What follows belongs to an exercise in optimizing a design on an open flow for small area, a short achievable clock period and few clock cycles; a production flow would make more cautious choices. The RTL was checked by simulation tests, not by an equivalence proof against the original design. Power figures rest on the tool's default switching activity, not on a simulated workload.

==> flow/design.v <==
package cpu_pkg;
    typedef logic [16-1:0] addr_t;
    typedef logic [8-1:0] data_t;
    typedef logic [7:0] instr_t;
    typedef logic [3:0] flags_t;     
    localparam int FLAG_Z = 0;
    localparam int FLAG_C = 1;
    localparam int FLAG_N = 2;
    localparam int FLAG_V = 3;
    typedef enum logic [3:0] {
        ALU_ADD,  ALU_ADC, ALU_SUB, ALU_SBC,
        ALU_AND,  ALU_OR,  ALU_XOR, ALU_PASS,
        ALU_INC,  ALU_DEC, ALU_SHL, ALU_SHR,
        ALU_ROL,  ALU_ROR, ALU_NOT, ALU_CMP
    } alu_op_e;
    typedef enum logic [1:0] {
        ST_FETCH, ST_DECODE, ST_EXEC, ST_WB
    } ctrl_state_e;
    typedef enum logic [1:0] {
        REG_ZA, REG_B, REG_PL, REG_PH
    } reg_sel_e;
    typedef struct packed {
        logic     we_a;
        logic     we_b;
        logic     we_pl;         
        logic     we_ph;
        reg_sel_e src_sel;
        logic     wr_from_mem;   
        logic     we_flags;
    } dp_ctrl_t;
    typedef struct packed {
        logic ip_inc;
        logic swap_p;
        logic addr_dp;           
    } ptr_ctrl_t;
    typedef struct packed {
        addr_t addr;
        data_t data;
    } trace_t;
endpackage
`timescale 1ns/100ps
module cpu_alu (
    input  cpu_pkg::alu_op_e op,
    input  cpu_pkg::data_t   x,
    input  cpu_pkg::data_t   y,
    input  logic    carry_in,
    output cpu_pkg::data_t   result,
    output cpu_pkg::flags_t  flags_out
);
    localparam int W = 8;
    logic [W:0] sum;         
    cpu_pkg::data_t      val;         
    logic       c, v;
    always_comb begin
        sum    = '0;
        val    = '0;
        c      = 1'b0;
        v      = 1'b0;
        result = '0;
        case (op)
            cpu_pkg::ALU_ADD, cpu_pkg::ALU_ADC: begin
                sum = {1'b0, x} + {1'b0, y} + {{W{1'b0}}, carry_in & (op == cpu_pkg::ALU_ADC)};
                c   = sum[W];
                v   = (x[W-1] == y[W-1]) && (sum[W-1] != x[W-1]);
                val = sum[W-1:0];
            end
            cpu_pkg::ALU_SUB, cpu_pkg::ALU_SBC, cpu_pkg::ALU_CMP: begin
                sum = {1'b0, x} - {1'b0, y} - {{W{1'b0}}, carry_in & (op == cpu_pkg::ALU_SBC)};
                c   = sum[W];              
                v   = (x[W-1] != y[W-1]) && (sum[W-1] != x[W-1]);
                val = sum[W-1:0];
            end
            cpu_pkg::ALU_INC: begin
                sum = {1'b0, x} + 1'b1;
                c   = sum[W];
                v   = ~x[W-1] & sum[W-1];
                val = sum[W-1:0];
            end
            cpu_pkg::ALU_DEC: begin
                sum = {1'b0, x} - 1'b1;
                c   = sum[W];
                v   = x[W-1] & ~sum[W-1];
                val = sum[W-1:0];
            end
            cpu_pkg::ALU_AND:  val = x & y;
            cpu_pkg::ALU_OR:   val = x | y;
            cpu_pkg::ALU_XOR:  val = x ^ y;
            cpu_pkg::ALU_PASS: val = y;                  
            cpu_pkg::ALU_NOT:  val = ~x;
            cpu_pkg::ALU_SHL:  begin val = {x[W-2:0], 1'b0};    c = x[W-1]; end
            cpu_pkg::ALU_SHR:  begin val = {1'b0, x[W-1:1]};    c = x[0];   end
            cpu_pkg::ALU_ROL:  begin val = {x[W-2:0], x[W-1]};  c = x[W-1]; end
            cpu_pkg::ALU_ROR:  begin val = {x[0], x[W-1:1]};    c = x[0];   end
            default: ;
        endcase
        result = (op == cpu_pkg::ALU_CMP) ? x : val;    
        flags_out         = '0;
        flags_out[cpu_pkg::FLAG_Z] = val == '0;
        flags_out[cpu_pkg::FLAG_C] = c;
        flags_out[cpu_pkg::FLAG_N] = val[W-1];
        flags_out[cpu_pkg::FLAG_V] = v;
    end
endmodule
`timescale 1ns/100ps
module cpu_memory (
    input  logic       clk,
    input  logic [6:0] ridx_e,      
    input  logic [6:0] ridx_o,      
    input  logic       rodd,        
    input  logic       we,
    input  logic [7:0] waddr,
    input  logic [7:0] wdata,
    output logic [7:0] rdata0,      
    output logic [7:0] rdata1       
);
    logic [7:0] ram_e [128];
    logic [7:0] ram_o [128];
    logic [7:0] de, dq;
    always_ff @(posedge clk) begin
        if (we && !waddr[0])
            ram_e[waddr[7:1]] <= wdata;
        if (we && waddr[0])
            ram_o[waddr[7:1]] <= wdata;
    end
    always_comb begin
        de = 8'h00;
        dq = 8'h00;
        for (int i = 0; i < 128; i++) begin
            de = de | (ram_e[i] & {8{ridx_e == 7'(i)}});
            dq = dq | (ram_o[i] & {8{ridx_o == 7'(i)}});
        end
    end
    assign rdata0 = rodd ? dq : de;
    assign rdata1 = rodd ? de : dq;
endmodule
`timescale 1ns/100ps
module cpu_top (
    input  logic   clk,
    input  logic   rst,
    input  logic   run,
    input  logic   prog_we,
    input  cpu_pkg::addr_t  prog_addr,
    input  cpu_pkg::data_t  prog_data,
    output logic   retire,
    output cpu_pkg::addr_t  retire_ip,
    output logic   store_valid,
    output cpu_pkg::trace_t store_trace
);
    logic        run_q;
    logic        w_en;
    logic [7:0]  w_addr, w_data;
    logic [15:0] ip_f;               
    logic [6:0]  ra_e, ra_o;         
    logic        ra_odd;
    logic        f_ld;               
    logic        e_valid;
    logic [7:0]  e_ir;
    logic [7:0]  e_imm;              
    logic [15:0] e_ip;
    logic        e_st;
    logic        e_take;             
    logic [7:0]  a, b, pl, ph;
    logic [3:0]  flags;              
    logic [7:0] byte0, byte1;
    logic       mem_we;
    logic [7:0] mem_waddr, mem_wdata;
    logic [7:0] st_data;
    cpu_memory u_memory (
        .clk    (clk),
        .ridx_e (ra_e),
        .ridx_o (ra_o),
        .rodd   (ra_odd),
        .we     (mem_we),
        .waddr  (mem_waddr),
        .wdata  (mem_wdata),
        .rdata0 (byte0),
        .rdata1 (byte1)
    );
    assign st_data   = w_data;
    assign mem_we    = w_en;
    assign mem_waddr = w_addr;
    assign mem_wdata = w_data;
    logic       e_alu, e_ld, e_cmp, e_wdp;
    logic [1:0] e_rr, e_dst;
    logic [7:0] sel_val, alu_x, alu_y, alu_res, wr_data;
    logic [3:0] alu_flags;
    logic       e_wr;
    logic [7:0] pl_fwd, ph_fwd;
    assign e_alu = e_valid & ~e_ir[7];
    assign e_ld  = e_valid & e_ir[7] & ~e_ir[6] & ~e_ir[4];    
    assign e_cmp = e_ir[6:3] == 4'hf;
    assign e_rr  = e_ir[1:0];
    always_comb begin
        case (e_rr)
            2'd1:    sel_val = b;
            2'd2:    sel_val = pl;
            2'd3:    sel_val = ph;
            default: sel_val = 8'h00;
        endcase
    end
    assign alu_x = e_ir[2] ? sel_val : a;
    assign alu_y = e_ir[2] ? a : sel_val;
    cpu_alu u_alu (
        .op        (cpu_pkg::alu_op_e'(e_ir[6:3])),
        .x         (alu_x),
        .y         (alu_y),
        .carry_in  (flags[cpu_pkg::FLAG_C]),
        .result    (alu_res),
        .flags_out (alu_flags)
    );
    assign e_dst   = e_alu ? (e_ir[2] ? e_rr : 2'd0) : e_rr;
    assign e_wr    = (e_alu & ~e_cmp) | e_ld;
    assign wr_data = e_ld ? e_imm : alu_res;
    assign e_wdp   = e_alu & ~e_cmp & e_ir[2] & e_ir[1];      
    logic [7:0] a_nx, b_nx;
    assign a_nx    = (e_wr && e_dst == 2'd0) ? wr_data : a;
    assign b_nx    = (e_wr && e_dst == 2'd1) ? wr_data : b;
    logic [7:0] pl_nx;               
    assign pl_nx   = e_take ? e_ip[7:0] : (e_wr && e_dst == 2'd2) ? wr_data : pl;
    logic [7:0] ph_nx;
    assign ph_nx   = e_take ? e_ip[15:8] : (e_wr && e_dst == 2'd3) ? wr_data : ph;
    assign pl_fwd  = e_take ? e_ip[7:0]  : (e_ld && e_rr == 2'd2) ? e_imm : pl;
    assign ph_fwd  = e_take ? e_ip[15:8] : (e_ld && e_rr == 2'd3) ? e_imm : ph;
    logic        f_ok;
    logic        is_ld, is_ldi, is_st, is_jmp;
    logic [7:0]  tk;
    logic        j_dp, j_hold, j_p1;
    logic        s_hold, s_dp, s_p1, s_p2, s_jdp;
    logic [15:0] ip_p1, ip_p2, ip_nx;
    logic [6:0]  p1_e, p2_e, dp_e, hold_e;
    logic [6:0]  ra_e_nx, ra_o_nx;
    logic        ra_odd_nx;
    assign ip_p1  = ip_f + 16'd1;
    assign ip_p2  = ip_f + 16'd2;
    assign f_ok   = run_q & ~f_ld
                  & ~(e_st & ((pl == ip_f[7:0]) | (pl == ip_p1[7:0])));
    assign is_ld  = byte0[7:4] == 4'b1000;
    assign is_ldi = byte0[7:4] == 4'b1010;
    assign is_st  = byte0[7:4] == 4'b1011;
    assign is_jmp = byte0[7] & byte0[6];
    always_comb
        for (int k = 0; k < 8; k++)
            tk[k] = k[2] ^ flags[k[1:0]];
    assign j_dp   = byte0[3] ? ~e_wdp : (~e_alu & tk[byte0[2:0]]);
    assign j_hold = byte0[3] ?  e_wdp :   e_alu;
    assign j_p1   = ~byte0[3] & ~e_alu & ~tk[byte0[2:0]];
    assign s_hold = ~f_ok | (is_jmp & j_hold) | (is_ld & e_wdp);
    assign s_jdp  = f_ok & is_jmp & j_dp;
    assign s_dp   = s_jdp | (f_ok & is_ld & ~e_wdp);
    assign s_p2   = f_ok & is_ldi;
    assign s_p1   = f_ok & ((is_jmp & j_p1) | ~(is_jmp | is_ld | is_ldi));
    assign p1_e   = ip_p1[7:1] + {6'd0, ip_p1[0]};
    assign p2_e   = ip_p2[7:1] + {6'd0, ip_p2[0]};
    assign dp_e   = pl_fwd[7:1] + {6'd0, pl_fwd[0]};
    assign hold_e = ip_f[7:1] + {6'd0, ip_f[0]};
    assign ip_nx     = ({16{s_hold}} & ip_f)
                     | ({16{s_jdp}} & {ph_fwd, pl_fwd})
                     | ({16{s_p1 | (s_dp & ~s_jdp)}} & ip_p1)
                     | ({16{s_p2}} & ip_p2);
    assign ra_o_nx   = ({7{s_hold}} & ip_f[7:1]) | ({7{s_dp}} & pl_fwd[7:1])
                     | ({7{s_p1}} & ip_p1[7:1]) | ({7{s_p2}} & ip_p2[7:1]);
    assign ra_e_nx   = ({7{s_hold}} & hold_e) | ({7{s_dp}} & dp_e)
                     | ({7{s_p1}} & p1_e) | ({7{s_p2}} & p2_e);
    assign ra_odd_nx = (s_hold & ip_f[0]) | (s_dp & pl_fwd[0])
                     | (s_p1 & ip_p1[0]) | (s_p2 & ip_p2[0]);
    always_ff @(posedge clk or negedge rst) begin
        if (!rst) begin
            run_q   <= 1'b0;
            w_en    <= 1'b0;
            ip_f    <= '0;
            ra_e    <= '0;
            ra_o    <= '0;
            ra_odd  <= 1'b0;
            f_ld    <= 1'b0;
            e_valid <= 1'b0;
            e_st    <= 1'b0;
            e_take  <= 1'b0;
            a       <= '0;
            b       <= '0;
            pl      <= '0;
            ph      <= '0;
            flags   <= '0;
        end else begin
            run_q   <= run;
            w_en    <= (prog_we & ~run & ~run_q) | (s_p1 & is_st);
            a <= a_nx;
            b <= b_nx;
            pl <= pl_nx;
            ph <= ph_nx;
            if (e_alu) flags <= alu_flags;
            e_valid <= s_p1 | s_p2 | s_jdp | f_ld;
            e_st    <= s_p1 & is_st;
            e_take  <= s_jdp;
            f_ld    <= s_dp & ~s_jdp;
            ip_f    <= ip_nx;
            ra_o    <= ra_o_nx;
            ra_e    <= ra_e_nx;
            ra_odd  <= ra_odd_nx;
        end
    end
    always_ff @(posedge clk) begin
        if (!run_q) begin
            w_addr <= prog_addr[7:0];
            w_data <= prog_data;
        end else begin
            w_addr <= pl_nx;                           
            w_data <= byte0[0] ? b_nx : a_nx;          
        end
        e_imm   <= f_ld ? byte0 : byte1;
        if (!f_ld) begin
            e_ir <= byte0;
            e_ip <= ip_f;
        end
    end
    assign retire            = e_valid;
    assign retire_ip         = e_ip;
    assign store_valid       = e_st;
    assign store_trace.addr  = {ph, pl};
    assign store_trace.data  = st_data;
endmodule
==> flow/flow/run.sh <==
#!/bin/bash
# The standard synthesis, then the standard layout with timing repair
# aiming for more setup slack than the constraint asks for (the constraint
# itself is unchanged).
set -euo pipefail
bash standard.sh synth > synth.log 2>&1
bash standard.sh SETUP_SLACK_MARGIN=8.2 finish > layout.log 2>&1
==> flow/standard.sh <==
#!/bin/bash
# synth_recipe.tcl (not shown) runs the flow's synth.tcl, then flattens the netlist and writes it again
# the make line also repeats each setting of config.mk as NAME=value (left out here)
make -C /OpenROAD-flow-scripts/flow DESIGN_CONFIG=/design/flow/config.mk WORK_HOME=/design/flow/orfs CLKGATE_MAP_FILE= SYNTH_SCRIPT=/design/flow/synth_recipe.tcl "${@:-finish}"
==> flow/config.mk <==
export PLATFORM = sky130hd
export DESIGN_NAME = cpu_top
export DESIGN_NICKNAME = cpu_top
export VERILOG_FILES = /design/flow/design.v
export SDC_FILE = /design/flow/constraint.sdc
export NUM_CORES = 4
export LEC_CHECK = 0
export ABC_AREA = 1
export CAP_MARGIN = 20
export CORE_MARGIN = 2
export CORE_UTILIZATION = 55
export CTS_CLUSTER_DIAMETER = 80
export CTS_CLUSTER_SIZE = 25
export SLEW_MARGIN = 20
export TNS_END_PERCENT = 10
==> flow/constraint.sdc <==
create_clock -name core_clock -period 12.0 [get_ports {clk}]
set_input_delay 2.4000 -clock core_clock [delete_from_list [all_inputs] [get_ports {clk}]]
set_output_delay 2.4000 -clock core_clock [all_outputs]
set_load 0.01 [all_outputs]
==> results of run 1 <==
path summary, 6_finish.rpt:
kind	start	to	slack [ns]	cells past startpoint
worst max-delay path	e_ir[1]$_DFFE_PN_	ip_f[13]$_DFF_PN0_	7.87	30
worst min-delay path	flags[3]$_DFFE_PN0P_	flags[3]$_DFFE_PN0P_	0.51	2
worst max register to register	e_ir[1]$_DFFE_PN_	ip_f[13]$_DFF_PN0_	7.87	30
worst min register to register	flags[3]$_DFFE_PN0P_	flags[3]$_DFFE_PN0P_	0.51	2
max in group asynchronous	rst	ra_e[1]$_DFF_PN0_	9.42	2
min in group asynchronous	rst	a[3]$_DFF_PN0_	1.49	1
area by class of cell:
| class | count | area [sq um] |
|---|---|---|
| fillers | 12500 | 55400 |
| diodes | 12 | 30.0 |
| repair buffers | 716 | 6470 |
| well taps | 2160 | 2700 |
| multi-input cells | 5359 | 26100 |
| flip-flops and latches | 2169 | 64600 |
| repair inverters | 1 | 8.76 |
| clock inverters | 66 | 961 |
| clock buffers | 127 | 2920 |
| inverters | 396 | 1550 |
power by group through the flow:
stage	Sequential, mW	Clock (mW)	Combinational [mW]
floorplan	10.4	0	2.60
global route	9.94	4.93	8.00
detailed placement	10.2	0	5.59
finish	9.93	4.75	7.79
CTS	9.89	4.69	6.75
global placement	10.2	0	5.51
registers in the layout, indices dropped and copies added, names as in the netlist, 4 cells and up:
name            cells
a                   8
b                   8
e_imm               8
e_ip               16
e_ir                8
flags               4
ip_f               16
ph                  8
pl                  8
ra_e                7
ra_o                7
u_memory.ram_e   1024
u_memory.ram_o   1024
w_addr              8
w_data              8
cell families after synthesis:
logic type / count (synthesis) / share of synthesized area
fa+ha+maj: 45 / 0.00666
compound gates: 189 / 0.0123
xor+xnor: 57 / 0.00560
buf+inv: 496 / 0.0217
flops: 2169 / 0.724
simple gates: 5061 / 0.229
metal layers:
layer  up-vias  GRT usage  part of all wire
met3      1662      0.175              0.15
li1      28600          -                 -
met5         -     0.0122           0.00084
met2      6385      0.688              0.41
met4        16      0.450              0.12
met1     33300      0.607              0.32
synth_stat cells, types with 3 or more instances:
cell type  number
nand2_2        15
o2111ai_1       3
nor2_1        920
ha_1           41
buf_4           7
nand3_1       284
a21oi_1        44
fa_1            4
nand2_1      3379
nand4_1       190
nand3b_1        6
o21ai_0        71
nand3_2        10
buf_1           5
clkbuf_1       65
inv_2          20
clkinv_1        4
nor2_4          3
nor3_1        158
o21a_1          3
o211ai_1        9
dfxtp_1        24
xor2_1         49
nor4_1         12
o22ai_1        10
buf_2          21
xnor2_1         8
dfrtp_1        73
inv_1         372
o221ai_1        5
a31oi_1        17
nor2_2         61
edfxtp_1     2072
a22oi_1         4
or2_2           9
and2_1         11
o21ai_1         9
worst max-delay path, delay by kind of cell, from the launching register on:
family,cells,cell delay (ns)
AOI/OAI and AO/OA,1,0.14
buffers and inverters,23,2.70
DFF,1,0.51
and+or+nand+nor,6,0.65
timing repair:
| action | CTS | global route |
|---|---|---|
| pin swaps | 91 | 124 |
| resized for setup | 589 | 232 |
| endpoints found under the setup margin | 141 | 127 |
| cloned | 5 | 3 |
| setup buffers | 199 | 118 |
| endpoints found under the hold margin | 0 | 0 |
==> impl_results.md, run 1 <==
- Post-Syn Nets: 8090
- Status: finished clean
- Worst path most repeated cell: buf_4
- CTS sink cnt: 2169
- Setup Skew: 0.0576 ns
- First-pass GRT wire length: 537000 um
- Final WL: 412000 um
- Non-filler cells, final: 11.0k
- Post-synth EDFFs: 2072
- Vias per cell: 6.35
- Design area: 0.105 sq mm
- Psw: 8.63 mW
- Via count: 69.9k
- Largest net degree at the start of global routing: 178
- Placed Cells: 10.5k
- Netlist Area Pre-Place: 0.0891 sq mm
- Antenna violations before repair: 26
- Crit path largest cell delay: 0.51 ns
- Flops & latches, synth: 2169
- Worst path slowest cell: edfxtp_1
- FFs w/ async S/R, synth: 0.0337
- Register area share after synthesis: 0.724
- Reg clk slew, reported paths: 0.10 ns
- I/O Pins: 70
- Die height: 406 um
- Final worst-path cycle share: 0.344
- Peak supply drop: 0.702 mV
- Crit-path max FO: 8
- Final Hold Viols: 0
- Die area: 0.165 sq mm
- Final worst slack: 7.87 ns
- Distinct cells, synth: 50
- Clock power share: 0.212
- Largest area contributor in the netlist: edfxtp_1
- Int Pwr: 13.8 mW
- Vias in the first global route: 62.3k
- Slew HR: 0.115
- CTS Buf Count: 114
- Placed wire-length estimate: 276000 um
- Top FF cell, synth: edfxtp_1
- Crit start category: flop
- Most frequent cells in the layout: nand2_1, edfxtp_1, nor2_1
- Synth warn: 3
- Worst-Skew Late Latency: 0.83 ns
- Nets: 8830
- Switching share of power: 0.384
- Core Footprint: 0.161 sq mm
- Slew @ Worst Pin: 1.33 ns
- Post-route DRC: 0
- Area contributors post-synth: edfxtp_1, nand2_1, nor2_1
- Avg WL per Cell: 37.4 um
- Leakage: 39.7 nW
- Total track usage: 0.496
- CP endpoint kind: flop
- Crit path DAT: 4.82 ns
- Pre-CTS setup slack: 6.19 ns
- Share of layout cells above drive strength 1: 0.173
- TritonRoute pass-1 iters: 6
- Syn_area_per_cell: 11.1 sq um
- Hold Path Class: flop to flop
- H-tree Lvls: 3
- Max Cap Violations: 0
- Row count: 147
- GP Congestion: 1.07
- Width of the chip: 406 um
- Initial Util: 0.554
- TNS Setup: 0 ns
- Top cell type's share of synthesized area: 0.699
- Post-Syn Instances: 8017
- Commonest non-fill, non-tap cell in the layout: nand2_1
- Required @ worst endpoint: 12.69 ns
- Hold_buf cts: 0
- Reg power frac: 0.442
- Port Buffers: 61
- Post-DRT Antenna Nets: 0
- GRT Residual Overflow: 0
- Overall Power: 22.5 mW
- Final Max Tran Viols: 0
- WHS: 0.511 ns
- Max Clk Rate: 242 MHz
- Post-Place Cell Area: 0.0952 sq mm
- First-iteration detailed-routing DRC count: 13.4k
- Clock Tree Root: clkbuf_16
- Final setup violation count: 0
- Area Overhead vs Synth: 18.3%
- Deepest clock path buffer count: 3
- TritonCTS clock tree: yes
- Combinational power share: 0.346
- Fin util: 0.655
- Cell area power density: 213 mW/mm^2
- Critical path class: flop to flop
- Post-layout min period: 4.13 ns
- RSZ-0062 raised after global routing: true
Testbench counts, summed over its fixed seeds: cycles 24,631.
==> run 2: changes to the inputs <==
--- a/flow/design.v
+++ b/flow/design.v
@@ -48,53 +48,60 @@
     output cpu_pkg::flags_t  flags_out
 );
     localparam int W = 8;
-    logic [W:0] sum;         
-    cpu_pkg::data_t      val;         
-    logic       c, v;
+    logic         is_add, is_sub, is_inc, is_dec, arith, borrow;
+    logic [W-1:0] bop;
+    logic         cin;
+    logic [W:0]   sum;
+    cpu_pkg::data_t val;
+    logic         c, v;
+    assign is_add = (op == cpu_pkg::ALU_ADD) | (op == cpu_pkg::ALU_ADC);
+    assign is_sub = (op == cpu_pkg::ALU_SUB) | (op == cpu_pkg::ALU_SBC) | (op == cpu_pkg::ALU_CMP);
+    assign is_inc = op == cpu_pkg::ALU_INC;
+    assign is_dec = op == cpu_pkg::ALU_DEC;
+    assign arith  = is_add | is_sub | is_inc | is_dec;
+    assign borrow = is_sub | is_dec;
     always_comb begin
-        sum    = '0;
-        val    = '0;
-        c      = 1'b0;
-        v      = 1'b0;
-        result = '0;
-        case (op)
-            cpu_pkg::ALU_ADD, cpu_pkg::ALU_ADC: begin
-                sum = {1'b0, x} + {1'b0, y} + {{W{1'b0}}, carry_in & (op == cpu_pkg::ALU_ADC)};
-                c   = sum[W];
-                v   = (x[W-1] == y[W-1]) && (sum[W-1] != x[W-1]);
-                val = sum[W-1:0];
-            end
-            cpu_pkg::ALU_SUB, cpu_pkg::ALU_SBC, cpu_pkg::ALU_CMP: begin
-                sum = {1'b0, x} - {1'b0, y} - {{W{1'b0}}, carry_in & (op == cpu_pkg::ALU_SBC)};
-                c   = sum[W];              
-                v   = (x[W-1] != y[W-1]) && (sum[W-1] != x[W-1]);
-                val = sum[W-1:0];
-            end
-            cpu_pkg::ALU_INC: begin
-                sum = {1'b0, x} + 1'b1;
-                c   = sum[W];
-                v   = ~x[W-1] & sum[W-1];
-                val = sum[W-1:0];
-            end
-            cpu_pkg::ALU_DEC: begin
-                sum = {1'b0, x} - 1'b1;
-                c   = sum[W];
-                v   = x[W-1] & ~sum[W-1];
-                val = sum[W-1:0];
-            end
-            cpu_pkg::ALU_AND:  val = x & y;
-            cpu_pkg::ALU_OR:   val = x | y;
-            cpu_pkg::ALU_XOR:  val = x ^ y;
-            cpu_pkg::ALU_PASS: val = y;                  
-            cpu_pkg::ALU_NOT:  val = ~x;
-            cpu_pkg::ALU_SHL:  begin val = {x[W-2:0], 1'b0};    c = x[W-1]; end
-            cpu_pkg::ALU_SHR:  begin val = {1'b0, x[W-1:1]};    c = x[0];   end
-            cpu_pkg::ALU_ROL:  begin val = {x[W-2:0], x[W-1]};  c = x[W-1]; end
-            cpu_pkg::ALU_ROR:  begin val = {x[0], x[W-1:1]};    c = x[0];   end
-            default: ;
-        endcase
-        result = (op == cpu_pkg::ALU_CMP) ? x : val;    
-        flags_out         = '0;
+        bop = '0;
+        cin = 1'b0;
+        if (is_add) begin
+            bop = y;
+            cin = carry_in & (op == cpu_pkg::ALU_ADC);
+        end else if (is_sub) begin
+            bop = ~y;
+            cin = ~(carry_in & (op == cpu_pkg::ALU_SBC));
+        end else if (is_inc) begin
+            cin = 1'b1;
+        end else if (is_dec) begin
+            bop = '1;
+        end
+    end
+    assign sum = {1'b0, x} + {1'b0, bop} + {{W{1'b0}}, cin};
+    always_comb begin
+        val = '0;
+        c   = 1'b0;
+        v   = 1'b0;
+        if (arith) begin
+            val = sum[W-1:0];
+            c   = sum[W] ^ borrow;
+            v   = (x[W-1] == bop[W-1]) && (sum[W-1] != x[W-1]);
+        end else begin
+            case (op)
+                cpu_pkg::ALU_AND:  val = x & y;
+                cpu_pkg::ALU_OR:   val = x | y;
+                cpu_pkg::ALU_XOR:  val = x ^ y;
+                cpu_pkg::ALU_PASS: val = y;                  
+                cpu_pkg::ALU_NOT:  val = ~x;
+                cpu_pkg::ALU_SHL:  begin val = {x[W-2:0], 1'b0};    c = x[W-1]; end
+                cpu_pkg::ALU_SHR:  begin val = {1'b0, x[W-1:1]};    c = x[0];   end
+                cpu_pkg::ALU_ROL:  begin val = {x[W-2:0], x[W-1]};  c = x[W-1]; end
+                cpu_pkg::ALU_ROR:  begin val = {x[0], x[W-1:1]};    c = x[0];   end
+                default: ;
+            endcase
+        end
+    end
+    assign result = (op == cpu_pkg::ALU_CMP) ? x : val;    
+    always_comb begin
+        flags_out                  = '0;
         flags_out[cpu_pkg::FLAG_Z] = val == '0;
         flags_out[cpu_pkg::FLAG_C] = c;
         flags_out[cpu_pkg::FLAG_N] = val[W-1];
@@ -102,6 +109,18 @@
     end
 endmodule
 `timescale 1ns/100ps
+module cpu_rdmux (
+    input  logic [127:0]  sel,
+    input  logic [1023:0] rows,      
+    output logic [7:0]    q
+);
+    always_comb begin
+        q = 8'h00;
+        for (int i = 0; i < 128; i++)
+            q = q | (rows[8*i +: 8] & {8{sel[i]}});
+    end
+endmodule
+`timescale 1ns/100ps
 module cpu_memory (
     input  logic       clk,
     input  logic [6:0] ridx_e,      
@@ -122,14 +141,18 @@
         if (we && waddr[0])
             ram_o[waddr[7:1]] <= wdata;
     end
+    logic [127:0]  sel_e, sel_o;
+    logic [1023:0] rows_e, rows_o;
     always_comb begin
-        de = 8'h00;
-        dq = 8'h00;
         for (int i = 0; i < 128; i++) begin
-            de = de | (ram_e[i] & {8{ridx_e == 7'(i)}});
-            dq = dq | (ram_o[i] & {8{ridx_o == 7'(i)}});
+            sel_e[i]          = ridx_e == 7'(i);
+            sel_o[i]          = ridx_o == 7'(i);
+            rows_e[8*i +: 8]  = ram_e[i];
+            rows_o[8*i +: 8]  = ram_o[i];
         end
     end
+    cpu_rdmux u_rd_e (.sel(sel_e), .rows(rows_e), .q(de));
+    cpu_rdmux u_rd_o (.sel(sel_o), .rows(rows_o), .q(dq));
     assign rdata0 = rodd ? dq : de;
     assign rdata1 = rodd ? de : dq;
 endmodule
==> run 2 against run 1 <==
Against the previous run: still clean; fmax is 1.2% higher; clock power is 2% lower; non-clock buffer count is 50 lower; final cell count is 0.15% lower; clock skew is 0.015 ns higher; clock-buffer cell count is 6 lower; first-iteration DRC count is 8.2% lower.
==> impl_results.md, run 2 <==
- Status: finished clean
- Core Footprint: 0.161 sq mm (-0.11%)
- Clock Tree Root: clkbuf_16
- GP Congestion: 1.03 (-4.1%)
- Netlist Area Pre-Place: 0.0889 sq mm (-0.17%)
- Port Buffers: 61 (unchanged)
- TritonCTS clock tree: yes
- Nets: 8800 (-0.34%)
- Die area: 0.165 sq mm (-0.17%)
- Int Pwr: 13.9 mW (+0.33%)
- Deepest clock path buffer count: 3 (unchanged)
- Max Clk Rate: 245 MHz (+1.2%)
- Hold_buf cts: 0 (unchanged)
- Die height: 406 um (about the same)
- Top FF cell, synth: edfxtp_1
- Post-Syn Nets: 8127 (+0.46%)
- Initial Util: 0.554 (about the same)
- Reg clk slew, reported paths: 0.10 ns (about the same)
- CTS sink cnt: 2169 (unchanged)
- Setup Skew: 0.0729 ns (+0.0154 ns)
- FFs w/ async S/R, synth: 0.0337 (unchanged)
- Vias per cell: 6.30 (-0.83%)
- CTS Buf Count: 111 (-2.6%)
- Slew HR: 0.0996 (-0.0154)
- Fin util: 0.654 (-0.00128)
- DR WL met2: 168000 um (about the same)
- Via count: 69.3k (-0.97%)
- Post-Syn Instances: 8065 (+0.60%)
- Area Overhead vs Synth: 18.1%
- Psw: 9.06 mW (+4.9%)
- Most frequent cells after synthesis: nand2_1, edfxtp_1, nor2_1
- Delay-heaviest family, CP: simple AND/OR/NAND/NOR gates
- Register area share after synthesis: 0.726 (+0.00123)
- Commonest non-fill, non-tap cell in the layout: nand2_1
- Post-DRT Antenna Nets: 0 (unchanged)
- Leakage: 39.7 nW (about the same)
- Slew @ Worst Pin: 1.35 ns (+0.0245 ns)
- Final Max Tran Viols: 0 (unchanged)
- TritonRoute pass-1 iters: 7 (+1)
- I/O Pins: 70 (unchanged)
- TNS Setup: 0 ns (unchanged)
- Antenna violations before repair: 27 (+3.8%)
- Vias in the first global route: 62.3k (+0.0016%)
- Final worst-path cycle share: 0.340 (-0.00402)
- Largest net degree at the start of global routing: 199 (+12%)
- Peak supply drop: 0.208 mV (-70%)
- First-pass GRT wire length: 529000 um (-1.5%)
- Worst path most repeated cell: nand2_1
- Worst path slowest cell: nand4_1
- Required @ worst endpoint: 12.72 ns (+0.03 ns)
- Final Hold Viols: 0 (unchanged)
- Largest area contributor in the netlist: edfxtp_1
- Placed wire-length estimate: 273000 um (-0.93%)
- CP endpoint kind: flop
- Pre-CTS setup slack: 5.88 ns (-0.316 ns)
- H-tree Lvls: 3 (unchanged)
- CP Cell Sequence: clkinvlp_4 > buf_4 > nand3_4 > buf_12 > nor2_1 > buf_4 > nand2_1 > nand2_1 > nor2_1 > nand4_1 > nor2_1 > nand2_2 > nor2_4 > nand3_2 > nand2_2 > inv_2 > nand3_4 > nand3_4 > nand2_8 > nand2_8 > nand2_8 > nand2_1 > nand2_1
- Top layer in use: met5
- Area contributors post-synth: edfxtp_1, nand2_1, nor2_1
- Post-route DRC: 0 (unchanged)
- Placed Cells: 10.5k (-0.15%)
- Non-filler cells, final: 11.0k (-0.15%)
- Cell area power density: 219 mW/mm^2 (+2.4%)
- GRT Residual Overflow: 0 (unchanged)
- Crit-path max FO: 9 (+1)
- Crit path largest cell delay: 0.51 ns (about the same)
- Combinational power share: 0.366 (+0.020)
- Wl on met1: 130000 um (-1.2%)
- Switching share of power: 0.395 (+0.0106)
- Synth warn: 4 (+1)
- Post-synth EDFFs: 2072 (unchanged)
- Top cell type's share of synthesized area: 0.700 (+0.00119)
- Avg WL per Cell: 36.7 um (-2.0%)
- Most frequent cells in the layout: nand2_1, edfxtp_1, nor2_1
- Worst-Skew Late Latency: 0.83 ns (about the same)
- Crit path DAT: 4.80 ns (-0.02 ns)
- Hold Path Class: flop to flop
- CP Buf/Inv Count: 5 (-78%)
- Final worst slack: 7.92 ns (+0.0482 ns)
- Critical path class: flop to flop
- Total track usage: 0.487 (-0.00933)
- Share of layout cells above drive strength 1: 0.174 (+0.00153)
- Post-layout min period: 4.08 ns (-0.0482 ns)
- RSZ-0062 raised after global routing: true
- Width of the chip: 406 um (about the same)
- Final setup violation count: 0 (unchanged)
- Flops & latches, synth: 2169 (unchanged)
- Crit start category: flop
- Clock power share: 0.202 (-0.010)
- Reg power frac: 0.432 (-0.010)
- Final WL: 403000 um (-2.1%)
- Cell with the most instances after synthesis: nand2_1
- Syn_area_per_cell: 11.0 sq um (-0.76%)
- Max Cap Violations: 0 (unchanged)
- Row count: 147 (unchanged)
- Distinct cells, synth: 46 (-8.0%)
- Met3 wire length: 58100 um (-8.2%)
- First-iteration detailed-routing DRC count: 12.3k (-8.2%)
run 2: changes by cell type after synthesis, sizes merged, moves of 9 or more:
cell   delta
nor2    +105
nand3    -78
nand4    -43
nand2    -32
nor3     +31
nor3b    +31
inv      +29
buf      +23
o21ai    +18
xor2     -13
and2      -9
ha        -9
run 2: per-stage QoR:
| step | total power, mW | hold slack, ns | cell area [sq um] |
|---|---|---|---|
| 2_1_floorplan | 12.8 | 0.420 | 88900 |
| 3_3_place_gp | 15.7 | 0.478 | 94200 |
| 3_5_place_dp | 15.7 | 0.484 | 94300 |
| 4_1_cts | 21.8 | 0.507 | 103000 |
| 5_1_grt | 23.2 | 0.539 | 105000 |
| 6_report | 22.9 | 0.512 | 105000 |
run 2: cells by family after synthesis:
kind of cell             Yosys count  share of synthesized area
AO/OA/AOI/OAI                    210                     0.0136
multiplexers                       1                   0.000113
flip-flops                      2169                      0.726
XOR/XNOR                          48                    0.00481
buffers and inverters            539                     0.0237
adder cells (fa/ha/maj)           34                    0.00495
AND/OR/NAND/NOR                 5064                      0.227
run 2: area by class of cell:
cell class / instances / area (sq um)
Sequential cell: 2169 / 64600
Multi-Input combinational cell: 5367 / 26100
Inverter: 423 / 1620
Timing Repair Buffer: 666 / 6240
Clock buffer: 121 / 2860
Clock inverter: 68 / 863
Fill cell: 12600 / 55600
Tap cell: 2160 / 2700
Antenna cell: 16 / 40.0
run 2: power groups by stage:
stage	clock [mW]	combinational, mW	sequential [mW]
after floorplan	0	2.35	10.4
after global placement	0	5.55	10.1
after detailed placement	0	5.61	10.1
after CTS	4.57	7.37	9.86
after global routing	4.81	8.51	9.90
final	4.64	8.40	9.90
run 2: path summary, 6_finish.rpt:
path,cells past startpoint,startpoint,endpoint,slack (ns)
setup / recovery,23,ra_o[4]$_DFF_PN0_,ip_f[0]$_DFF_PN0_,7.92
hold / removal,0,ip_f[10]$_DFF_PN0_,e_ip[10]$_DFFE_PN_,0.51
setup reg to reg,23,ra_o[4]$_DFF_PN0_,ip_f[0]$_DFF_PN0_,7.92
hold reg to reg,0,ip_f[10]$_DFF_PN0_,e_ip[10]$_DFFE_PN_,0.51
max in group asynchronous,1,rst,pl[4]$_DFF_PN0_,9.78
min in group asynchronous,1,rst,a[5]$_DFF_PN0_,1.62
run 2: timing repair:
| action | 4_1_cts | 5_1_grt |
|---|---|---|
| endpoints found under the hold margin | 0 | 0 |
| gates resized for setup | 952 | 181 |
| setup endpoints to repair | 146 | 107 |
| setup buffers | 213 | 96 |
| gates cloned | 14 | 3 |
| pin swaps | 124 | 133 |
run 2: metal layers:
layer,track usage,up-vias
met4,0.439,16
li1,-,28500
met3,0.149,1561
met1,0.600,33000
met2,0.691,6182
met5,0,-
Testbench counts of run 2, summed over its fixed seeds: cycles 24,631.
==> run 3: changes to the inputs <==
==> flow/flow/run.sh (replaced) <==
#!/bin/bash
# Synthesis: the standard flow's synthesis script (the standard synthesis), with one
# change: ABC maps the read multiplexer module with its speed script (see
# abc_split.tcl). Then the standard layout, with timing repair aiming for
# more setup slack than the constraint asks for (the constraint itself is
# unchanged).
set -euo pipefail
cat flow/abc_split.tcl synth_recipe.tcl > synth_split.tcl
make -C "$FLOW_HOME" DESIGN_CONFIG="$PWD/config.mk" WORK_HOME="$PWD/orfs" \
  CLKGATE_MAP_FILE= SYNTH_SCRIPT="$PWD/synth_split.tcl" synth > synth.log 2>&1
bash standard.sh SETUP_SLACK_MARGIN=8.2 finish > layout.log 2>&1
==> flow/flow/abc_split.tcl (new file) <==
# ABC maps the two bank read multiplexers (module cpu_rdmux, a wide AND-OR)
# with its speed script, which packs them into AND-OR-invert gates; the rest
# of the design keeps the configured (area) script. Only combinational logic
# changes: the registers are those of the standard synthesis.
proc abc {args} {
  set i [lsearch -exact $args -script]
  set fast [lreplace $args [expr {$i + 1}] [expr {$i + 1}] $::env(SCRIPTS_DIR)/abc_speed.script]
  yosys abc {*}$args cpu_rdmux %n
  yosys abc {*}$fast cpu_rdmux
}
--- a/flow/config.mk
+++ b/flow/config.mk
@@ -12,4 +12,5 @@
 export CTS_CLUSTER_DIAMETER = 80
 export CTS_CLUSTER_SIZE = 25
 export SLEW_MARGIN = 20
+export SYNTH_HIERARCHICAL = 1
 export TNS_END_PERCENT = 10
==> run 3 against run 2 <==
Against the previous run: non-clock buffer count is 341 lower; still clean on timing, DRC and antenna; final cell count is 28% lower; via count is 25% lower; highest routed layer unchanged; core utilization is 2.8 points lower; clock power is 5.2% lower.
==> impl_results.md, run 3 <==
- Synth Area in Simple Gates: 0.0880 (-0.139)
- Post-Syn Nets: 5809 (-29%)
- CTS Buf Count: 110 (-0.90%)
- RSZ-0062 raised after global routing: true
- Vias per cell: 6.56 (+4.1%)
- FFs w/ async S/R, synth: 0.0337 (unchanged)
- Switching share of power: 0.360 (-0.0351)
- Clock power share: 0.211 (+0.009)
- Required @ worst endpoint: 12.63 ns (-0.09 ns)
- Post-synthesis xor/xnor area fraction: 0.00330 (-0.00151)
- Synth Area in Adders: 0.00503 (+0.0000814)
- Deepest clock path buffer count: 3 (unchanged)
- Netlist Area Pre-Place: 0.0850 sq mm (-4.4%)
- Post-synthesis mux area share: 0 (-0.000113)
- Post-synthesis compound-gate area fraction: 0.115 (+0.101)
- Width of the chip: 397 um (-2.2%)
- Core Footprint: 0.154 sq mm (-4.3%)
- Port Buffers: 61 (unchanged)
- Crit path DAT: 5.11 ns (+0.31 ns)
- Clock Tree Root: clkbuf_16
- I/O Pins: 70 (unchanged)
- FF-to-FF path depth: 20 (-13%)
- Post-Syn Instances: 5748 (-29%)
- Hold Path Class: flop to flop
- Most frequent cells after synthesis: edfxtp_1, nor2_1, nand2_1
- Main combinational cell family by area after synthesis: compound AO/OA/AOI/OAI gates
- Design area: 0.0962 sq mm (-8.4%)
- Status: finished clean
- Area contributors post-synth: edfxtp_1, a22o_1, a221oi_1
- Vias in the first global route: 49.8k (-20%)
- Int Pwr: 13.3 mW (-3.9%)
- Combinational power share: 0.316 (-0.050)
- Final worst-path cycle share: 0.373 (+0.0332)
- Post-route DRC: 0 (unchanged)
- Reg power frac: 0.473 (+0.041)
- Die height: 397 um (-2.2%)
- Commonest non-fill, non-tap cell in the layout: edfxtp_1
- CP endpoint: ra_o[6]$_DFF_PN0_
- GRT Residual Overflow: 0 (unchanged)
- Placed wire-length estimate: 161000 um (-41%)
- First-pass GRT wire length: 352000 um (-33%)
- Slew HR: 0.125 (+0.0257)
- Post-layout min period: 4.48 ns (+0.399 ns)
- Psw: 7.49 mW (-17%)
- Top FF cell, synth: edfxtp_1
- Slew @ Worst Pin: 1.31 ns (-0.0433 ns)
- Final Max Tran Viols: 0 (unchanged)
- Avg WL per Cell: 31.2 um (-15%)
- Crit start category: flop
- TritonRoute pass-1 iters: 7 (unchanged)
- Final WL: 248000 um (-38%)
- Top cell type's share of synthesized area: 0.732 (+0.0323)
- Antenna violations before repair: 9 (-67%)
- R2R Setup Slk: 7.52 ns (-0.40 ns)
- Final setup violation count: 0 (unchanged)
- Largest net degree at the start of global routing: 196 (-1.5%)
- Reg2reg start: ra_o[2]$_DFF_PN0_
- H-tree Lvls: 3 (unchanged)
- Synth warn: 10 (+6)
- Critical Path Start: ra_o[2]$_DFF_PN0_
- Max Clk Rate: 223 MHz (-8.9%)
- Setup Skew: 0.0460 ns (-0.0270 ns)
- Syn_area_per_cell: 14.8 sq um (+34%)
- Flops & latches, synth: 2169 (unchanged)
- Peak supply drop: 0.244 mV (+18%)
- Row count: 144 (-2.0%)
- Largest area contributor in the netlist: edfxtp_1
- Post-DRT Antenna Nets: 0 (unchanged)
- TNS Setup: 0 ns (unchanged)
- Cell area power density: 217 mW/mm^2 (-0.85%)
- Via count: 52.1k (-25%)
- GP Congestion: 0.938 (-8.7%)
- Die area: 0.158 sq mm (-4.4%)
- Area Overhead vs Synth: 13.1%
- Critical path class: flop to flop
- Reg-to-Reg End: ra_o[6]$_DFF_PN0_
- First-iteration detailed-routing DRC count: 6534 (-47%)
- Register area share after synthesis: 0.759 (+0.0335)
- Post-synth EDFFs: 2072 (unchanged)
- Distinct cells, synth: 45 (-2.2%)
- CTS sink cnt: 2169 (unchanged)
- TritonCTS clock tree: yes
- Final worst slack: 7.52 ns (-0.399 ns)
- Post-Place Cell Area: 0.0872 sq mm (-7.6%)
- Crit-path max FO: 8 (-1)
- Final Hold Viols: 0 (unchanged)
- Nets: 5893 (-33%)
- Worst-Skew Late Latency: 0.78 ns (-0.05 ns)
- Reg clk slew, reported paths: 0.10 ns (about the same)
- Share of layout cells above drive strength 1: 0.184 (+0.00993)
- Initial Util: 0.553 (-0.000731)
- Cell with the most instances after synthesis: edfxtp_1
- Leakage: 30.9 nW (-22%)
- CP endpoint kind: flop
- Pre-CTS setup slack: 5.51 ns (-0.370 ns)
- Total track usage: 0.310 (-0.177)
- Most frequent cells in the layout: edfxtp_1, nand2_1, nor2_1
- Max Cap Violations: 0 (unchanged)
## run 3: cell count changes after synthesis, sizes merged, moves of 209 or more
cell and change:
nand2 -2743, nor2 -448, a22o +353, a221oi +348, a22oi +321, inv -209
## run 3: worst min path at each step
stage,start,slack (ns),to,cells past startpoint
detailed placement,flags[3]$_DFFE_PN0P_,0.46,flags[3]$_DFFE_PN0P_,2
floorplan,ip_f[7]$_DFF_PN0_,0.42,e_ip[7]$_DFFE_PN_,0
CTS,flags[3]$_DFFE_PN0P_,0.49,flags[3]$_DFFE_PN0P_,2
finish,flags[0]$_DFFE_PN0P_,0.51,flags[0]$_DFFE_PN0P_,2
global route,flags[0]$_DFFE_PN0P_,0.51,flags[0]$_DFFE_PN0P_,2
global placement,flags[3]$_DFFE_PN0P_,0.46,flags[3]$_DFFE_PN0P_,2
## run 3: logic make-up after synthesis
kind of cell               after synthesis
DFF                                   2169
and+or+nand+nor                       1719
AOI/OAI and AO/OA                     1220
buffers and inverters                  575
adders and majority gates               33
xor gates and xnor gates                32
## run 3: worst max-delay path, stage by stage, from the launching register on
cell and delay [ns]:
dfrtp_2 0.55, nor2_4 0.17, nand2_8 0.18, nor2_4 0.08
buf_4 0.14, a22o_1 0.21, a221oi_1 0.44, nand4_1 0.42
nor4_4 0.45, nand3_2 0.24, nand2_1 0.12, o21ai_0 0.18
inv_1 0.22, nor2_2 0.07, inv_2 0.12, nor2_4 0.08
buf_4 0.16, nand4_1 0.09, nand2_1 0.10, nor2_2 0.18
nand2_1 0.12
## run 3: power groups by stage
| stage | Sequential (mW) | Combinational (mW) | Clock (mW) |
|---|---|---|---|
| 2_1_floorplan | 10.3 | 2.26 | 0 |
| 3_3_place_gp | 10.0 | 4.80 | 0 |
| 3_5_place_dp | 10.0 | 4.89 | 0 |
| 4_1_cts | 9.83 | 5.94 | 4.44 |
| 5_1_grt | 9.87 | 6.94 | 4.69 |
| 6_report | 9.85 | 6.58 | 4.40 |
## run 3: per-layer routing
metal | vias to the layer above | wire length (um) | global-route usage
li1 | 22500 | - | -
met1 | 26500 | 98500 | 0.437
met2 | 2633 | 116000 | 0.486
met3 | 446 | 23200 | 0.0550
met4 | 6 | 10800 | 0.116
met5 | - | 38 | 0
## run 3: layout make-up
class	count	area [sq um]
Fill cell	11300	57500
Clock inverter	55	674
Antenna cell	2	5.00
Timing Repair Buffer	325	3360
Inverter	215	833
Clock buffer	130	2890
Sequential cell	2169	64600
Tap cell	2044	2560
Multi-Input combinational cell	3011	21300
## run 3: timing repair
action,CTS,global route
gates resized for setup,547,250
setup buffers,110,66
pin swaps,68,85
setup endpoints to repair,137,121
hold buffers,0,0
cloned,9,3
## run 3: per-module statistics from Yosys, one instance, submodules excluded
module / cell area [sq um] / copies in the design / cells / flops+latches
cpu_alu: 1630 / 1 / 304 / 0
cpu_rdmux: 5630 / 2 / 760 / 0
cpu_top: 7200 / 1 / 1022 / 121
cpu_memory: 64900 / 1 / 2902 / 2048
## run 3: per-stage QoR
| stage | total power, mW | hold slack [ns] | instances | util |
|---|---|---|---|---|
| 4_1_cts | 20.2 | 0.487 | 7878 | 0.613 |
| 5_1_grt | 21.5 | 0.515 | 7950 | 0.626 |
| 3_3_place_gp | 14.8 | 0.463 | 7574 | 0.567 |
| 6_report | 20.8 | 0.507 | 7951 | 0.626 |
| 3_5_place_dp | 14.9 | 0.464 | 7574 | 0.567 |
| 2_1_floorplan | 12.6 | 0.420 | 5748 | - |
==> run 4: changes to the inputs <==
--- a/flow/design.v
+++ b/flow/design.v
@@ -130,7 +130,9 @@
     input  logic [7:0] waddr,
     input  logic [7:0] wdata,
     output logic [7:0] rdata0,      
-    output logic [7:0] rdata1       
+    output logic [7:0] rdata1,      
+    output logic [7:0] bank_e,      
+    output logic [7:0] bank_o       
 );
     logic [7:0] ram_e [128];
     logic [7:0] ram_o [128];
@@ -155,6 +157,8 @@
     cpu_rdmux u_rd_o (.sel(sel_o), .rows(rows_o), .q(dq));
     assign rdata0 = rodd ? dq : de;
     assign rdata1 = rodd ? de : dq;
+    assign bank_e = de;
+    assign bank_o = dq;
 endmodule
 `timescale 1ns/100ps
 module cpu_top (
@@ -185,6 +189,7 @@
     logic [7:0]  a, b, pl, ph;
     logic [3:0]  flags;              
     logic [7:0] byte0, byte1;
+    logic [7:0] bank_e, bank_o;
     logic       mem_we;
     logic [7:0] mem_waddr, mem_wdata;
     logic [7:0] st_data;
@@ -197,7 +202,9 @@
         .waddr  (mem_waddr),
         .wdata  (mem_wdata),
         .rdata0 (byte0),
-        .rdata1 (byte1)
+        .rdata1 (byte1),
+        .bank_e (bank_e),
+        .bank_o (bank_o)
     );
     assign st_data   = w_data;
     assign mem_we    = w_en;
@@ -245,9 +252,8 @@
     assign pl_fwd  = e_take ? e_ip[7:0]  : (e_ld && e_rr == 2'd2) ? e_imm : pl;
     assign ph_fwd  = e_take ? e_ip[15:8] : (e_ld && e_rr == 2'd3) ? e_imm : ph;
     logic        f_ok;
-    logic        is_ld, is_ldi, is_st, is_jmp;
+    logic        is_ld, is_st;
     logic [7:0]  tk;
-    logic        j_dp, j_hold, j_p1;
     logic        s_hold, s_dp, s_p1, s_p2, s_jdp;
     logic [15:0] ip_p1, ip_p2, ip_nx;
     logic [6:0]  p1_e, p2_e, dp_e, hold_e;
@@ -257,21 +263,38 @@
     assign ip_p2  = ip_f + 16'd2;
     assign f_ok   = run_q & ~f_ld
                   & ~(e_st & ((pl == ip_f[7:0]) | (pl == ip_p1[7:0])));
-    assign is_ld  = byte0[7:4] == 4'b1000;
-    assign is_ldi = byte0[7:4] == 4'b1010;
-    assign is_st  = byte0[7:4] == 4'b1011;
-    assign is_jmp = byte0[7] & byte0[6];
     always_comb
         for (int k = 0; k < 8; k++)
             tk[k] = k[2] ^ flags[k[1:0]];
-    assign j_dp   = byte0[3] ? ~e_wdp : (~e_alu & tk[byte0[2:0]]);
-    assign j_hold = byte0[3] ?  e_wdp :   e_alu;
-    assign j_p1   = ~byte0[3] & ~e_alu & ~tk[byte0[2:0]];
-    assign s_hold = ~f_ok | (is_jmp & j_hold) | (is_ld & e_wdp);
-    assign s_jdp  = f_ok & is_jmp & j_dp;
-    assign s_dp   = s_jdp | (f_ok & is_ld & ~e_wdp);
-    assign s_p2   = f_ok & is_ldi;
-    assign s_p1   = f_ok & ((is_jmp & j_p1) | ~(is_jmp | is_ld | is_ldi));
+    function automatic logic [6:0] fctl(input logic [7:0] c, input logic ok,
+                                        input logic alu, input logic wdp,
+                                        input logic [7:0] t);
+        logic ld, ldi, jmp, jdp, jhold, jp1;
+        ld    = c[7:4] == 4'b1000;
+        ldi   = c[7:4] == 4'b1010;
+        jmp   = c[7] & c[6];
+        jdp   = c[3] ? ~wdp : (~alu & t[c[2:0]]);
+        jhold = c[3] ?  wdp :   alu;
+        jp1   = ~c[3] & ~alu & ~t[c[2:0]];
+        fctl[0] = ~ok | (jmp & jhold) | (ld & wdp);                 
+        fctl[1] = ok & jmp & jdp;                                  
+        fctl[2] = ok & ((jmp & jdp) | (ld & ~wdp));                
+        fctl[3] = ok & ((jmp & jp1) | ~(jmp | ld | ldi));          
+        fctl[4] = ok & ldi;                                        
+        fctl[5] = c[7:4] == 4'b1011;                               
+        fctl[6] = ld;
+    endfunction
+    logic [6:0] ctl_e, ctl_o, ctl;
+    assign ctl_e  = fctl(bank_e, f_ok, e_alu, e_wdp, tk);
+    assign ctl_o  = fctl(bank_o, f_ok, e_alu, e_wdp, tk);
+    assign ctl    = ra_odd ? ctl_o : ctl_e;
+    assign s_hold = ctl[0];
+    assign s_jdp  = ctl[1];
+    assign s_dp   = ctl[2];
+    assign s_p1   = ctl[3];
+    assign s_p2   = ctl[4];
+    assign is_st  = ctl[5];
+    assign is_ld  = ctl[6];
     assign p1_e   = ip_p1[7:1] + {6'd0, ip_p1[0]};
     assign p2_e   = ip_p2[7:1] + {6'd0, ip_p2[0]};
     assign dp_e   = pl_fwd[7:1] + {6'd0, pl_fwd[0]};
==> run 4 against run 3 <==
Against the previous run: still clean; clock-buffer cell count is 5 lower; final cell count up 1.4%; sequential cell count did not move; sequential power grew 0.9%; final area grew 1.0%; hold slack improved by 0.0079 ns; combinational power increased by 34%; non-clock buffer count rose by 83; total power up 11%; die area grew 0.15%; clock power shrank 0.9%.
==> impl_results.md, run 4 <==
- Largest net degree at the start of global routing: 195 (-0.51%)
- Critical path class: flop to flop
- Placed wire-length estimate: 165000 um (+2.1%)
- Final setup violation count: 0 (unchanged)
- Distinct cells, synth: 50 (+11%)
- Slew @ Worst Pin: 1.26 ns (-0.0449 ns)
- Vias in the first global route: 50.8k (+2.1%)
- Most frequent cells after synthesis: edfxtp_1, nand2_1, nor2_1
- Nets: 6006 (+1.9%)
- Hold Path Class: flop to flop
- Setup Skew: 0.0313 ns (-0.0147 ns)
- Post-Syn Nets: 5840 (+0.53%)
- CTS sink cnt: 2169 (unchanged)
- Worst path slowest cell: nor4_4
- Top layer in use: met5
- GRT Residual Overflow: 0 (unchanged)
- Crit path DAT: 4.81 ns (-0.30 ns)
- Commonest non-fill, non-tap cell in the layout: edfxtp_1
- Cell with the most instances after synthesis: edfxtp_1
- RSZ-0062 raised after global routing: true
- Crit start category: flop
- Post-DRT Antenna Nets: 0 (unchanged)
- Largest area contributor in the netlist: edfxtp_1
- Post-route DRC: 0 (unchanged)
- Antenna violations before repair: 11 (+2)
- Most frequent cells in the layout: edfxtp_1, nand2_1, nor2_1
- Core Footprint: 0.154 sq mm (+0.12%)
- H-tree Lvls: 3 (unchanged)
- Hold_buf cts: 0 (unchanged)
- I/O Pins: 70 (unchanged)
- Share of layout cells above drive strength 1: 0.199 (+0.0151)
- Via count: 53.4k (+2.5%)
- Initial Util: 0.553 (about the same)
- Crit path largest cell delay: 0.63 ns (+0.08 ns)
- Syn_area_per_cell: 14.7 sq um (-0.37%)
- CP Buf/Inv Count: 5 (+1)
- Final WL: 265000 um (+6.5%)
- TritonRoute pass-1 iters: 8 (+1)
- Synth warn: 10 (unchanged)
- Hold Path Origin: b[0]$_DFF_PN0_
- GP Congestion: 0.928 (-1.1%)
- Clock Tree Root: clkbuf_16
- Top FF cell, synth: edfxtp_1
- Peak supply drop: 0.252 mV (+3.2%)
- Required @ worst endpoint: 12.65 ns (+0.02 ns)
- Area Overhead vs Synth: 14.1%
- Post-layout min period: 4.16 ns (-0.323 ns)
- Vias per cell: 6.63 (+1.1%)
- Post-synth EDFFs: 2072 (unchanged)
- TNS Setup: 0 ns (unchanged)
- TritonCTS clock tree: yes
- Reg clk slew, reported paths: 0.10 ns (about the same)
- Post-Syn Instances: 5778 (+0.52%)
- Met3 wire length: 23000 um (-0.63%)
- Width of the chip: 397 um (about the same)
- Die height: 397 um (about the same)
- Row count: 144 (unchanged)
- Area contributors post-synth: edfxtp_1, a22o_1, a221oi_1
- First-pass GRT wire length: 368000 um (+4.6%)
- FFs w/ async S/R, synth: 0.0337 (unchanged)
- Slew HR: 0.158 (+0.0322)
- Wl on met1: 101000 um (+2.2%)
- Final Max Tran Viols: 0 (unchanged)
- Worst-Skew Late Latency: 0.77 ns (about the same)
- First-iteration detailed-routing DRC count: 6846 (+4.8%)
- Delay-heaviest family, CP: simple AND/OR/NAND/NOR gates
- Final worst-path cycle share: 0.346 (-0.0269)
- Die area: 0.158 sq mm (+0.15%)
- Flops & latches, synth: 2169 (unchanged)
- Max Cap Violations: 0 (unchanged)
- Avg WL per Cell: 32.8 um (+5.0%)
- Status: finished clean
- Leakage: 31.7 nW (+2.6%)
- Deepest clock path buffer count: 3 (unchanged)
- DR WL met2: 125000 um (+8.2%)
- Crit-path max FO: 6 (-2)
- Final Hold Viols: 0 (unchanged)
- CP endpoint kind: flop
- Register area share after synthesis: 0.758 (-0.00115)
- Critical Path Start: ra_e[4]$_DFF_PN0_
- Port Buffers: 61 (unchanged)
- Max Clk Rate: 241 MHz (+7.8%)
- Top cell type's share of synthesized area: 0.731 (-0.00111)
- CP Cell Sequence: buf_6 > nand3_4 > buf_12 > nor2_4 > buf_12 > a22o_1 > a221oi_2 > nand4_1 > nor4_4 > nand3_2 > nand3_1 > o21ai_2 > buf_6 > buf_4 > nand4_1 > nand2_1 > nor2_4 > nand2_1
- Filler Cell Count: 11.3k (+0.20%)
- Total track usage: 0.327 (+0.0172)
- Cell area power density: 238 mW/mm^2 (+9.7%)
- CTS Buf Count: 109 (-0.91%)
- Reg2reg start: ra_e[4]$_DFF_PN0_
- Overall Power: 23.1 mW (+11%)
- Netlist Area Pre-Place: 0.0851 sq mm (+0.15%)
-- run 4: cell count changes after synthesis, moves of 6 or more --
cell and change:
o21ai_0 -6, nand2_1 +21, xor2_1 +6, o21ai_1 -10, clkbuf_1 +8, nand4_1 +11
-- run 4: where the power goes --
group	internal (mW)	switching, mW	total, mW	leakage, nW
clock	1.90	2.46	4.36	1.67
sequential	9.57	0.365	9.94	19.9
combinational	2.65	6.14	8.79	10.1
total	14.1	8.96	23.1	31.7
-- run 4: logic make-up (layout without fill, tap and decap cells) --
logic type	after synthesis	count (layout)	share of synthesized area
other	0	9	0
AND/OR/NAND/NOR	1751	1755	0.0892
XOR/XNOR	41	41	0.00431
AO/OA/AOI/OAI	1207	1207	0.114
buffers and inverters	576	803	0.0292
flip-flops	2169	2169	0.758
adder cells (fa/ha/maj)	34	34	0.00517
-- run 4: layout make-up --
cell class                      count  area, sq um  share of cell area
Clock inverter                     51          638             0.00657
Multi-Input combinational cell   3037        21500               0.222
Inverter                          219          847             0.00872
Timing Repair Buffer              408         4130              0.0425
Antenna cell                        9         22.5            0.000232
Clock buffer                      125         2840              0.0292
Tap cell                         2044         2560              0.0263
Sequential cell                  2169        64600               0.665
-- run 4: per-module statistics from Yosys (local to each module, per instance) --
module      cell area, sq um  flops+latches  cells inside
cpu_alu                 1520              0           298
cpu_memory             64900           2048          2902
cpu_rdmux               5630              0           760
cpu_top                 7450            121          1058
-- run 4: through the flow --
step	hold slack, ns	setup slack [ns]	std cells	area (sq um)	utilization
after floorplan	0.420	8.34	5778	85200	-
after global placement	0.473	6.13	7631	87500	0.569
after detailed placement	0.481	6.09	7636	87600	0.569
after CTS	0.511	7.96	7943	94900	0.617
after global routing	0.550	7.76	8053	97100	0.631
final	0.515	7.84	8062	97200	0.631
-- run 4: what timing repair did --
action,4_1_cts,5_1_grt
setup endpoints to repair,141,122
pin swaps,107,120
buffers inserted,123,106
cloned,8,3
resized for setup,625,259
-- run 4: worst min-delay path, stage by stage, from the launching register on --
cell and delay (ns):
dfrtp_1 0.35, a21oi_1 0.06, inv_1 0.07
-- run 4: metal layers --
metal | vias up | GRT usage
met5 | - | 0
met4 | 6 | 0.164
met3 | 588 | 0.0525
met2 | 2790 | 0.525
met1 | 27200 | 0.436
li1 | 22800 | -
-- run 4: final timing paths --
check / slack [ns] / endpoint / depth (start not counted)
max: 7.84 / ra_o[2]$_DFF_PN0_ / 18
min: 0.51 / b[0]$_DFF_PN0_ / 2
max reg2reg: 7.84 / ra_o[2]$_DFF_PN0_ / 18
min reg2reg: 0.51 / b[0]$_DFF_PN0_ / 2
max in group asynchronous: 9.74 / ra_e[1]$_DFF_PN0_ / 1
min in group asynchronous: 1.69 / ip_f[11]$_DFF_PN0_ / 1
Testbench counts of run 4, summed over its fixed seeds: cycles 24,631.
==> run 5: changes to the inputs <==
==> flow/flow/run.sh (replaced) <==
#!/bin/bash
# The standard synthesis, then the standard layout with timing repair
# aiming for more setup slack than the constraint asks for (the constraint
# itself is unchanged).
set -euo pipefail
bash standard.sh synth > synth.log 2>&1
bash standard.sh SETUP_SLACK_MARGIN=8.2 finish > layout.log 2>&1
--- a/flow/config.mk
+++ b/flow/config.mk
@@ -12,5 +12,4 @@
 export CTS_CLUSTER_DIAMETER = 80
 export CTS_CLUSTER_SIZE = 25
 export SLEW_MARGIN = 20
-export SYNTH_HIERARCHICAL = 1
 export TNS_END_PERCENT = 10
removed: flow/flow/abc_split.tcl
==> run 5 against run 4 <==
Against the previous run: hold slack got worse by 0.044 ns; via count increased by 34%; clock-buffer cell count decreased by 1; clock power increased by 5.7%; sequential power about the same; critical path depth increased by 11; final cell count increased by 32%; sequential cell count unchanged; clock skew increased by 0.015 ns; fmax decreased by 5.0%; register-to-register slack got worse by 0.22 ns; synthesized cell count increased by 33%; critical path type unchanged.
==> impl_results.md, run 5 <==
- Status: finished clean
- I/O Pins: 70 (unchanged)
- Critical path class: flop to flop
- Register area share after synthesis: 0.731 (-0.0267)
- Deepest clock path buffer count: 3 (unchanged)
- Reg-to-Reg End: ip_f[1]$_DFF_PN0_
- Placed wire-length estimate: 288000 um (+75%)
- Worst path most repeated cell: nand2_2
- Cell area power density: 235 mW/mm^2 (-1.3%)
- Hold Path Depth: 0 (-2)
- Nets: 8558 (+42%)
- Core Footprint: 0.159 sq mm (+3.3%)
- Vias in the first global route: 63.0k (+24%)
- Vias per cell: 6.70 (+1.1%)
- Initial Util: 0.555 (+0.00195)
- Top cell type's share of synthesized area: 0.705 (-0.0258)
- Commonest non-fill, non-tap cell in the layout: nand2_1
- Post-route DRC: 0 (unchanged)
- Max Cap Violations: 0 (unchanged)
- Post-synthesis mux area share: 0.000113 (+0.000113)
- CP endpoint kind: flop
- Design area: 0.106 sq mm (+9.1%)
- Setup Skew: 0.0459 ns (+0.0146 ns)
- Cell with the most instances after synthesis: nand2_1
- Crit start category: flop
- Final WL: 421000 um (+59%)
- First-pass GRT wire length: 545000 um (+48%)
- Post-synthesis compound-gate area fraction: 0.0316 (-0.0825)
- Peak supply drop: 0.424 mV (+68%)
- Clock Tree Root: clkbuf_16
- Die area: 0.164 sq mm (+3.6%)
- FFs w/ async S/R, synth: 0.0337 (unchanged)
- FF-to-FF path depth: 29 (+11)
- Largest net degree at the start of global routing: 169 (-13%)
- Post-synth EDFFs: 2072 (unchanged)
- Reg2reg start: ra_e[4]$_DFF_PN0_
- Most frequent cells in the layout: nand2_1, edfxtp_1, nor2_1
- Worst-Skew Late Latency: 0.84 ns (+0.07 ns)
- Crit path DAT: 5.08 ns (+0.27 ns)
- Overall Power: 24.9 mW (+7.7%)
- Share of layout cells above drive strength 1: 0.203 (+0.00339)
- R2R Setup Slk: 7.63 ns (-0.22 ns)
- Netlist Area Pre-Place: 0.0882 sq mm (+3.7%)
- Max Clk Rate: 229 MHz (-5.0%)
- Synth Area in Adders: 0.00499 (-0.000182)
- Post-DRT Antenna Nets: 0 (unchanged)
- TritonCTS clock tree: yes
- Distinct cells, synth: 51 (+2.0%)
- RSZ-0062 raised after global routing: true
- Via count: 71.4k (+34%)
- Hold Path Class: flop to flop
- Die height: 405 um (+1.8%)
- Reg clk slew, reported paths: 0.10 ns (about the same)
- Total track usage: 0.507 (+0.180)
- Post-Syn Instances: 7704 (+33%)
- Row count: 146 (+1.4%)
- First-iteration detailed-routing DRC count: 15.2k (+120%)
- TritonRoute pass-1 iters: 12 (+4)
- Slew @ Worst Pin: 1.32 ns (+0.0579 ns)
- Post-Place Cell Area: 0.0940 sq mm (+7.4%)
- CTS Buf Count: 114 (+4.6%)
- Port Buffers: 61 (unchanged)
- CTS sink cnt: 2169 (unchanged)
- TNS Setup: 0 ns (unchanged)
- Most frequent cells after synthesis: nand2_1, edfxtp_1, nor2_1
- Slew HR: 0.119 (-0.0386)
- Final Max Tran Viols: 0 (unchanged)
- Final worst-path cycle share: 0.364 (+0.0181)
- Worst path slowest cell: dfrtp_2
- Antenna violations before repair: 33 (+22)
- Crit path largest cell delay: 0.52 ns (-0.11 ns)
- Post-synthesis xor/xnor area fraction: 0.00467 (+0.000359)
- Largest area contributor in the netlist: edfxtp_1
- Width of the chip: 405 um (+1.8%)
- Area contributors post-synth: edfxtp_1, nand2_1, nor2_1
- Flops & latches, synth: 2169 (unchanged)
- Hold Path Origin: ip_f[15]$_DFF_PN0_
- Syn_area_per_cell: 11.5 sq um (-22%)
- Final setup violation count: 0 (unchanged)
- Required @ worst endpoint: 12.70 ns (+0.05 ns)
- Final Hold Viols: 0 (unchanged)
- Worst hold endpoint: e_ip[15]$_DFFE_PN_
- Post-Syn Nets: 7766 (+33%)
- Top FF cell, synth: edfxtp_1
- GRT Residual Overflow: 0 (unchanged)
- Synth Area in Simple Gates: 0.204 (+0.115)
- Post-layout min period: 4.37 ns (+0.217 ns)
- Area Overhead vs Synth: 20.1%
- GP Congestion: 1.07 (+16%)
- Leakage: 39.3 nW (+24%)
- H-tree Lvls: 3 (unchanged)
- Main combinational cell family by area after synthesis: simple AND/OR/NAND/NOR gates
- Avg WL per Cell: 39.5 um (+20%)
- Crit-path max FO: 6 (unchanged)
- Synth warn: 4 (-6)
[run 5: cell types whose count changed after synthesis, moves of 47 or more]
cell       previous run  this run
a211oi_1              0        60
a221oi_1            336        48
a22o_1              353         4
a22oi_1             321         0
buf_1                93         2
buf_2                69        12
clkbuf_1            154        66
inv_1               203       419
nand2_1             625      2963
nand3_1             148       211
nand4_1             192       145
nor2_1              620       982
o2111ai_1             0        50
[run 5: logic make-up (layout without fill, tap and decap cells)]
family | after synthesis | in the layout
AND/OR/NAND/NOR | 4508 | 4516
flip-flops | 2169 | 2169
buffers and inverters | 526 | 1383
AO/OA/AOI/OAI | 419 | 419
XOR/XNOR | 47 | 47
adder cells (fa/ha/maj) | 34 | 34
multiplexers | 1 | 1
other | 0 | 19
[run 5: worst max-delay path, delay by kind of cell (launching register included)]
kind,cells,cell delay (ns)
DFF,1,0.52
and+or+nand+nor,20,2.41
buffers and inverters,9,1.30
[run 5: report_power, final]
part | internal [mW] | switching [mW] | total (mW)
Combinational | 2.96 | 7.35 | 10.3
Sequential | 9.58 | 0.359 | 9.94
Clock | 1.91 | 2.70 | 4.61
[run 5: metrics by stage]
step | utilization | setup WS [ns] | instances | hold slack [ns]
2_1_floorplan | - | 8.17 | 7704 | 0.423
3_3_place_gp | 0.591 | 5.87 | 10100 | 0.432
3_5_place_dp | 0.592 | 5.87 | 10100 | 0.443
4_1_cts | 0.659 | 7.95 | 10600 | 0.467
5_1_grt | 0.667 | 7.64 | 10600 | 0.500
6_report | 0.667 | 7.63 | 10700 | 0.471
[run 5: layout make-up]
cell class / instances / area, sq um
multi-input cells: 5017 / 25900
clock inverters: 65 / 767
diodes: 19 / 47.5
inverters: 423 / 1660
fillers: 11900 / 52900
flip-flops and latches: 2169 / 64600
repair buffers: 771 / 7490
well taps: 2072 / 2590
clock buffers: 124 / 2920
[run 5: timing repair]
action,4_1_cts,5_1_grt
gates cloned,16,1
hold buffers,0,0
buffers inserted,318,51
pin swaps,203,124
setup endpoints to repair,146,119
resized for setup,1019,159
[run 5: worst max path at each step]
stage | startpoint | end | slack, ns
after floorplan | e_ir[0]$_DFFE_PN_ | w_data[6]$_DFF_P_ | 8.17
after global placement | ra_e[1]$_DFF_PN0_ | ra_o[4]$_DFF_PN0_ | 5.87
after detailed placement | ra_e[1]$_DFF_PN0_ | ra_o[4]$_DFF_PN0_ | 5.87
after CTS | e_ir[0]$_DFFE_PN_ | w_data[7]$_DFF_P_ | 7.95
after global routing | ra_o[6]$_DFF_PN0_ | ip_f[1]$_DFF_PN0_ | 7.64
final | ra_e[4]$_DFF_PN0_ | ip_f[1]$_DFF_PN0_ | 7.63
[run 5: per-layer routing]
layer	vias to the layer above	GRT usage	part of all wire
met5	-	0.0131	0.0019
met4	37	0.260	0.069
met3	1411	0.291	0.20
met2	7264	0.670	0.39
met1	34700	0.658	0.34
li1	28000	-	-

[port drivers added, routing unchanged]
No port has a modelled driver above. Below, the same layouts with a new extraction and two added sets of constraints.
Step 1 sets driving cells, clkbuf_16 on the clock port and buf_2 on the other inputs (assumed; they add their load-dependent delay and slew).
Step 2 also shifts input and output timing later by t, the mid clock arrival at the registers, as if the neighbouring blocks saw the same clock.
Slacks: ideal / step 1 / step 2; pairs: ideal / step 1.
| run | t (ns) | setup slack, ns |
|---|---|---|
| run 1 | 0.898 | 7.872 / 7.872 / 7.872 |
| run 2 | 0.895 | 7.920 / 7.920 / 7.920 |
| run 3 | 0.844 | 7.522 / 7.522 / 7.522 |
| run 4 | 0.844 | 7.844 / 7.844 / 7.844 |
| run 5 | 0.899 | 7.627 / 7.627 / 7.627 |
After both steps every run listed still meets setup and hold.
